Source: an optimization exercise on an open RTL-to-GDS flow (aim: small area and a short achievable clock period). Production flows keep margins and buffers that such runs may drop.
At most, simulation tests tie the RTL to the original design; equivalence was not proved.
No activity file was given, so power comes from the tool's default toggle rates. The clock port is modelled as an ideal driver; clocking choices that lean on that would not hold on a real chip.

Design mips_trace_capture, start of the top module:
module mips_trace_capture #(
    parameter int unsigned DATA_W = 32,
    parameter int unsigned NUM_CH = 4,
    parameter int unsigned DEPTH  = 16,
    parameter int unsigned CNT_W  = 16
) (
    input  logic                       CLK,
    input  logic                       RESET,
    input  logic                       EN,
    input  logic                       CLEAR,
    input  logic [1:0]                 MODE,
    input  logic [CNT_W-1:0]           INTERVAL,
    input  logic [CNT_W-1:0]           STEP,
    input  logic [NUM_CH*DATA_W-1:0]   CH_IN,
    output logic                       RD_VALID,
    input  logic                       RD_READY,
    output logic [NUM_CH*DATA_W-1:0]   RD_DATA,
    output logic [CNT_W-1:0]           RD_TIME,
    output logic [$clog2(DEPTH):0]     COUNT,
    output logic                       OVERFLOW,
    output logic                       DONE
);
    localparam int unsigned REC_W = mips_trace_pkg::rec_width(NUM_CH, DATA_W, CNT_W);
    localparam int unsigned CH_W  = NUM_CH * DATA_W;
    logic [CNT_W-1:0]   ts_q;
    logic [CNT_W-1:0]   wt_q, wt_d;
    logic [CNT_W-1:0]   gap_q, gap_d;
    logic [CNT_W-1:0]   interval_eff;
    logic [CNT_W-1:0]   next_gap;
    logic [CNT_W:0]     gap_sum;
    logic [CNT_W-1:0]   gap_grow;
    logic [DATA_W-1:0]  prev0_q;
    logic               done_q, done_d;
    logic               ovf_q, ovf_d;
    logic               sample;
    logic               fifo_full;
    logic               fifo_valid;
    logic               wt_one;
    logic [REC_W-1:0]   rd_rec;
    assign interval_eff = (INTERVAL == '0) ? CNT_W'(1) : INTERVAL;
    assign gap_sum      = {1'b0, gap_q} + {1'b0, STEP};
    assign gap_grow     = gap_sum[CNT_W] ? '1 : gap_sum[CNT_W-1:0];
    assign wt_one       = (wt_q == CNT_W'(1));
    always_comb begin
        sample   = 1'b0;
        wt_d     = wt_q;
        gap_d    = gap_q;
        done_d   = done_q;
        next_gap = (MODE == 2'd1) ? gap_grow : gap_q;
        if (CLEAR || !EN) begin
            wt_d   = interval_eff;
            gap_d  = interval_eff;
            done_d = 1'b0;
        end else if (MODE == 2'd2) begin
            sample = (CH_IN[DATA_W-1:0] != prev0_q);
        end else if (wt_one) begin
            gap_d  = next_gap;
  ...
For scale: roughly 2400 flip-flops, roughly 88000 um2 of cells after synthesis.
clock: 5.5 ns
lec_check: 0
cap_margin: 20
core_margin: 2
core_utilization: 60
cts_buf_list: sky130_fd_sc_hd__clkbuf_8
setup_slack_margin: 2.8
slew_margin: 20
run.sh (not shown) runs the stock make flow with config.mk's settings and CLKGATE_MAP_FILE= SYNTH_SCRIPT=/design/flow/synth_recipe.tcl, a recipe that flattens the netlist after the stock synthesis.
==> next run, changes <==
- CORE_UTILIZATION: 60 -> 40
- CTS_BUF_LIST: sky130_fd_sc_hd__clkbuf_8 -> default
After rerunning: Wire length came out higher by 9.4%; setup slack gets worse by 0.023 ns; register-to-register slack is about the same.
No run of this note included a check of the RTL's function; only the layout flow was run.


mips_trace_capture, a different RTL version from the one above (not shown whole).
Size: about 5100 cells after synthesis, about 2400 flip-flops, roughly 320 I/O pins.
clock: 5.5 ns
lec_check: 0
cap_margin: 20
core_margin: 2
core_utilization: 65
cts_cluster_diameter: 80
cts_cluster_size: 30
setup_slack_margin: 2.9
slew_margin: 20
==> next run, changes <==
Settings changed: CORE_UTILIZATION 65 to 40, CTS_CLUSTER_DIAMETER 80 to default, CTS_CLUSTER_SIZE 30 to default.
Effect: The changed run produced a clean layout; clock-buffer cell count is higher by 160; global-route usage drops by 11 points; cell area rose by 5.8%; synthesized area is unchanged; via count came out higher by about 0.7%; sequential share of layout area came out lower by 3.9 points; routed wire length rose by about 11%; fmax goes down by about 1.4%; clock power grows by about 70%.


lane 1:
The RTL this note starts from:
==> flow/design.v <==
package mips_trace_pkg;
    typedef enum logic [1:0] {
        MODE_PERIODIC = 2'd0,
        MODE_GROW     = 2'd1,
        MODE_CHANGE   = 2'd2,
        MODE_SINGLE   = 2'd3
    } trace_mode_e;
    function automatic integer rec_width(input integer num_ch,
                                              input integer data_w,
                                              input integer cnt_w);
        rec_width = num_ch * data_w + cnt_w;
    endfunction
endpackage
module trace_head_bit #(
    parameter int unsigned N = 15
) (
    input  logic [N-1:0] sel,
    input  logic [N-1:0] din,
    input  logic         ld,
    input  logic         ld_w,
    input  logic         w,
    input  logic         hold,
    input  logic         q,
    output logic         d
);
    assign d = (ld && |(sel & din)) || (ld_w && w) || (hold && q);
endmodule
module trace_slot_we (
    input  logic wa,
    input  logic wb,
    input  logic rd,
    output logic we
);
    assign we = wa || (wb && rd);
endmodule
module mips_trace_capture #(
    parameter int unsigned DATA_W = 32,
    parameter int unsigned NUM_CH = 4,
    parameter int unsigned DEPTH  = 16,
    parameter int unsigned CNT_W  = 16
) (
    input  logic                       CLK,
    input  logic                       RESET,
    input  logic                       EN,
    input  logic                       CLEAR,
    input  logic [1:0]                 MODE,
    input  logic [CNT_W-1:0]           INTERVAL,
    input  logic [CNT_W-1:0]           STEP,
    input  logic [NUM_CH*DATA_W-1:0]   CH_IN,
    output logic                       RD_VALID,
    input  logic                       RD_READY,
    output logic [NUM_CH*DATA_W-1:0]   RD_DATA,
    output logic [CNT_W-1:0]           RD_TIME,
    output logic [$clog2(DEPTH):0]     COUNT,
    output logic                       OVERFLOW,
    output logic                       DONE
);
    localparam int unsigned REC_W = mips_trace_pkg::rec_width(NUM_CH, DATA_W, CNT_W);
    localparam int unsigned CH_W  = NUM_CH * DATA_W;
    logic [CNT_W-1:0]   ts_q;
    logic [CNT_W-1:0]   wt_q, wt_d;
    logic [CNT_W-1:0]   gap_q, gap_d;
    logic [CNT_W-1:0]   interval_eff;
    logic [CNT_W-1:0]   next_gap;
    logic [CNT_W:0]     gap_sum;
    logic [CNT_W-1:0]   gap_grow;
    logic [CNT_W-1:0]   wt_dec;
    logic [DATA_W-1:0]  prev0_q;
    logic               done_q, done_d;
    logic               ovf_q, ovf_d;
    logic               run, mode_chg, mode_single, mode_grow;
    logic               wt_one, wt_one_d, fire, chg, sample;
    localparam int unsigned SLOTS = DEPTH - 1;
    localparam int unsigned CW    = $clog2(DEPTH) + 1;
    logic [REC_W-1:0]   wdata;
    logic [REC_W-1:0]   head_q;
    logic [REC_W-1:0]   slot_q [SLOTS];
    logic [SLOTS-1:0]   wr_q, rd_q, rsel_q;
    logic               csel_q;
    logic               nhv_q, cnh_q;
    logic [SLOTS-1:0]   wr_nx, rd_nx, rd_d;
    logic [CW-1:0]      count_q, cnt_inc, cnt_dec;
    logic               hv_q;       
    logic               ne_q;       
    logic               full_q;     
    logic               ge3, at15;
    logic               pop, inc1, wr1, rd_adv;
    assign run          = EN && !CLEAR;
    assign mode_chg     = MODE == 2'd2;
    assign mode_single  = MODE == 2'd3;
    assign mode_grow    = MODE == 2'd1;
    assign interval_eff = (INTERVAL == '0) ? CNT_W'(1) : INTERVAL;
    assign gap_sum      = {1'b0, gap_q} + {1'b0, STEP};
    assign gap_grow     = gap_sum[CNT_W] ? '1 : gap_sum[CNT_W-1:0];
    assign next_gap     = mode_grow ? gap_grow : gap_q;
    assign wt_dec       = wt_q - CNT_W'(1);
    assign fire         = wt_one && !mode_chg;
    assign chg          = (CH_IN[DATA_W-1:0] != prev0_q);
    assign sample       = run && (mode_chg ? chg : (fire && !(mode_single && done_q)));
    always_comb begin
        if (!run) begin
            wt_d  = interval_eff;
            gap_d = interval_eff;
        end else if (fire) begin
            wt_d  = next_gap;
            gap_d = next_gap;
        end else begin
            wt_d  = mode_chg ? wt_q : wt_dec;
            gap_d = gap_q;
        end
        if (!run)          wt_one_d = (INTERVAL[CNT_W-1:1] == '0);
        else if (fire)     wt_one_d = (gap_q == CNT_W'(1)) && (!mode_grow || (STEP == '0));
        else if (mode_chg) wt_one_d = wt_one;
        else               wt_one_d = (wt_q == CNT_W'(2));
        done_d = run && (done_q || (fire && mode_single));
        ovf_d  = !CLEAR && (ovf_q || (sample && full_q && !RD_READY));
    end
    always_ff @(posedge CLK or negedge RESET) begin
        if (!RESET) begin
            ts_q    <= '0;
            wt_q    <= CNT_W'(1);
            wt_one  <= 1'b1;
            gap_q   <= CNT_W'(1);
            prev0_q <= '0;
            done_q  <= 1'b0;
            ovf_q   <= 1'b0;
        end else begin
            ts_q    <= ts_q + CNT_W'(1);
            wt_q    <= wt_d;
            wt_one  <= wt_one_d;
            gap_q   <= gap_d;
            prev0_q <= CH_IN[DATA_W-1:0];
            done_q  <= done_d;
            ovf_q   <= ovf_d;
        end
    end
    assign wdata  = {ts_q, CH_IN};
    assign pop    = RD_READY && hv_q && !CLEAR;
    assign inc1   = RD_READY ? !hv_q : !full_q;
    assign wr1    = RD_READY ? ne_q : (hv_q && !full_q);
    assign rd_adv = pop && ne_q;
    assign cnt_inc = count_q + CW'(1);
    assign cnt_dec = count_q - CW'(1);
    assign ge3     = (count_q > CW'(2));
    assign at15    = (count_q == CW'(DEPTH - 1));
    assign wr_nx   = {wr_q[SLOTS-2:0], wr_q[SLOTS-1]};
    assign rd_nx   = {rd_q[SLOTS-2:0], rd_q[SLOTS-1]};
    assign rd_d    = rd_adv ? rd_nx : rd_q;
    logic [CW-1:0] cnt_p, cnt_n, cnt_d;
    logic          hv_p, hv_n, ne_p, ne_n, full_p, full_n, ne_d, hv_d;
    always_comb begin
        cnt_p  = inc1 ? cnt_inc : count_q;
        hv_p   = inc1 ? 1'b1    : hv_q;
        ne_p   = inc1 ? hv_q    : ne_q;
        full_p = inc1 ? at15    : full_q;
        cnt_n  = pop  ? cnt_dec : count_q;
        hv_n   = pop  ? ne_q    : hv_q;
        ne_n   = pop  ? ge3     : ne_q;
        full_n = pop  ? 1'b0    : full_q;
        cnt_d  = ({CW{sample}} & cnt_p) | ({CW{!sample}} & cnt_n);
        ne_d   = (sample & ne_p) | (!sample & ne_n);
        hv_d   = (sample & hv_p) | (!sample & hv_n);
    end
    always_ff @(posedge CLK or negedge RESET) begin
        if (!RESET) begin
            count_q <= '0;
            hv_q    <= 1'b0;
            ne_q    <= 1'b0;
            full_q  <= 1'b0;
            wr_q    <= SLOTS'(1);
            rd_q    <= SLOTS'(1);
            rsel_q  <= '0;
            csel_q  <= 1'b1;
            nhv_q   <= 1'b1;
            cnh_q   <= 1'b1;
        end else if (CLEAR) begin
            count_q <= '0;
            hv_q    <= 1'b0;
            ne_q    <= 1'b0;
            full_q  <= 1'b0;
            wr_q    <= SLOTS'(1);
            rd_q    <= SLOTS'(1);
            rsel_q  <= '0;
            csel_q  <= 1'b1;
            nhv_q   <= 1'b1;
            cnh_q   <= 1'b1;
        end else begin
            count_q <= cnt_d;
            hv_q    <= hv_d;
            nhv_q   <= !hv_d;
            cnh_q   <= !ne_d && !hv_d;
            ne_q    <= ne_d;
            full_q  <= (sample & full_p) | (!sample & full_n);
            if (sample && wr1) wr_q <= wr_nx;
            rd_q    <= rd_d;
            rsel_q  <= {SLOTS{ne_d}} & rd_d;
            csel_q  <= !ne_d;
        end
    end
    for (genvar s = 0; s < SLOTS; s++) begin : g_slot
        logic we;
        trace_slot_we u_we (
            .wa (wr_q[s] && !full_q),
            .wb (wr_q[s] && full_q),
            .rd (RD_READY),
            .we (we)
        );
        always_ff @(posedge CLK) begin
            if (we) slot_q[s] <= wdata;
        end
    end
    logic             head_ld, head_ld_w, head_hold;
    logic [REC_W-1:0] head_d;
    assign head_ld   = nhv_q || RD_READY;
    assign head_ld_w = cnh_q || (csel_q && RD_READY);
    assign head_hold = hv_q && !RD_READY;
    logic             head_ld_st;
    assign head_ld_st = ne_q && RD_READY;
    for (genvar b = 0; b < REC_W; b++) begin : g_rd
        logic [SLOTS-1:0] col;
        for (genvar s = 0; s < SLOTS; s++) begin : g_col
            assign col[s] = slot_q[s][b];
        end
        trace_head_bit #(.N(SLOTS)) u_hb (
            .sel  ((b < REC_W / 2) ? rsel_q : rd_q),
            .din  (col),
            .ld   ((b < REC_W / 2) ? head_ld : head_ld_st),
            .ld_w (head_ld_w),
            .w    (wdata[b]),
            .hold (head_hold),
            .q    (head_q[b]),
            .d    (head_d[b])
        );
    end
    always_ff @(posedge CLK) begin
        head_q <= head_d;
    end
    assign RD_VALID = hv_q;
    assign RD_DATA  = head_q[CH_W-1:0];
    assign RD_TIME  = head_q[REC_W-1 -: CNT_W];
    assign COUNT    = count_q;
    assign OVERFLOW = ovf_q;
    assign DONE     = done_q;
endmodule
clock: 5.5 ns
lec_check: 0
cap_margin: 20
core_margin: 2
core_utilization: 65
cts_cluster_diameter: 80
cts_cluster_size: 30
place_density: 0.7
setup_slack_margin: 2.9
slew_margin: 20
synth_hierarchical: 1
synth_minimum_keep_size: 0
standard.sh (not shown) runs the stock make flow with config.mk's settings and CLKGATE_MAP_FILE= SYNTH_SCRIPT=/design/flow/synth_recipe.tcl, a recipe that flattens the netlist after the stock synthesis.
==> flow/flow/run.sh <==
#!/bin/bash
# Layout flow: the standard ORFS flow (standard.sh), unchanged except for two knobs:
#  - the port buffers that global placement inserts on every input and output are buf_2
#    cells rather than the resizer's default pick (a delay cell that repair then cannot
#    resize out of its footprint);
#  - clock tree synthesis runs without dummy loads (same clustering as config.mk asks for).
# Each step's full output goes to its own log in this folder.
set -euo pipefail
export BUFFER_PORTS_ARGS="-buffer_cell sky130_fd_sc_hd__buf_2"
export CTS_ARGS="-sink_clustering_enable -repair_clock_nets -sink_clustering_size 30 -sink_clustering_max_diameter 80 -dont_use_dummy_load"
bash standard.sh synth > synth.log 2>&1
bash standard.sh finish > layout.log 2>&1
Lane 1 finished all stages; the layout is clean.
--- input diff lane 1..lane 2 ---
Settings: changing SETUP_SLACK_MARGIN from 2.9 to 3.0; removing PLACE_DENSITY (formerly 0.7).
Findings:
Lane 2 completed every stage of the flow, and the final layout passed the timing, design-rule and antenna checks. Lane 1 → lane 2: fraction of area in multi-input gates has remained practically unchanged; clock share of power closely matched the old numbers. Against lane 1 as the reference, lane 2 delivers a higher post-cts gate resize count. Comparing max-slew headroom at the worst pin for lane 1 and lane 2, the smaller number came from lane 1. Delta (lane 2 minus lane 1): layout multi-input combinational cell count barely changed; power consumption climbed 0.34%. Min buffers plus inverters on the worst setup path across lane 1 and lane 2: lane 2. Diff lane 1 -> lane 2: final cycle utilization of the critical path fell by 2.3 points; met1 wire length rose by 4.2 mm; final wirelength rose by 1.8 mm.
## Diff of input files: lane 3 against lane 2
Settings: SETUP_SLACK_MARGIN: 3.0 -> 2.9.
[summary]
Lane 2 went all the way through synthesis, placement and routing and the layout is clean on timing, DRC and antenna.
Having completed the whole flow, lane 3 delivered a layout that passed the timing, design-rule and antenna checks.
Looking at end of the critical path, the gap_q[14] result is from lane 2; the wt_q[14] one comes from lane 3.
Lane 3 against lane 2: sequential cell area in the final layout roughly the same; total power roughly the same; met3 wirelength from detailed routing roughly the same; synthesized cell count roughly the same.
Looking at sequential share of layout area, lane 3 sits 0.29 points above lane 2.

-- static timing again, ports no longer ideal --
The results above use ideal ports. As a check the final layouts listed here were re-extracted and re-timed, cells and wires unchanged. Step 1, drivers: a clkbuf_16 drives CLK and a buf_2 each remaining input, both assumed. Step 2 times the ports against the registers' clock, not the clock port: input delays grow and output delays shrink by t, the midpoint of the rising clock arrivals with the driver on. Slacks: ideal ports / drivers / drivers and shift; pairs: ideal ports / drivers.
run	t (ns)	setup WS [ns]	worst setup path at the end	clock arrival spread, ns	worst data-port slew with drivers (ns)
the first run of note 1	1.105	2.216 / 2.269 / 1.164	input to register	0.084 / 0.084	0.15
the second run of note 1	0.971	2.193 / 2.258 / 1.287	input to register	0.059 / 0.058	0.16
the first run of note 2	0.832	2.813 / 2.846 / 2.040	input to register	0.045 / 0.045	0.16
the second run of note 2	0.954	2.776 / 2.817 / 1.863	input to register	0.030 / 0.030	0.21
lane 1	0.807	2.769 / 2.825 / 2.018	input to register	0.066 / 0.066	0.20
lane 2	0.811	2.898 / 2.919 / 2.130	input to register	0.055 / 0.055	0.19
lane 3	0.807	2.901 / 2.846 / 2.038	input to register	0.059 / 0.059	0.20
After both steps every run listed still meets setup and hold. The setup slack of the first run of note 1, which loses most, moves by +0.053 ns with the drivers and by -1.052 ns with both steps.
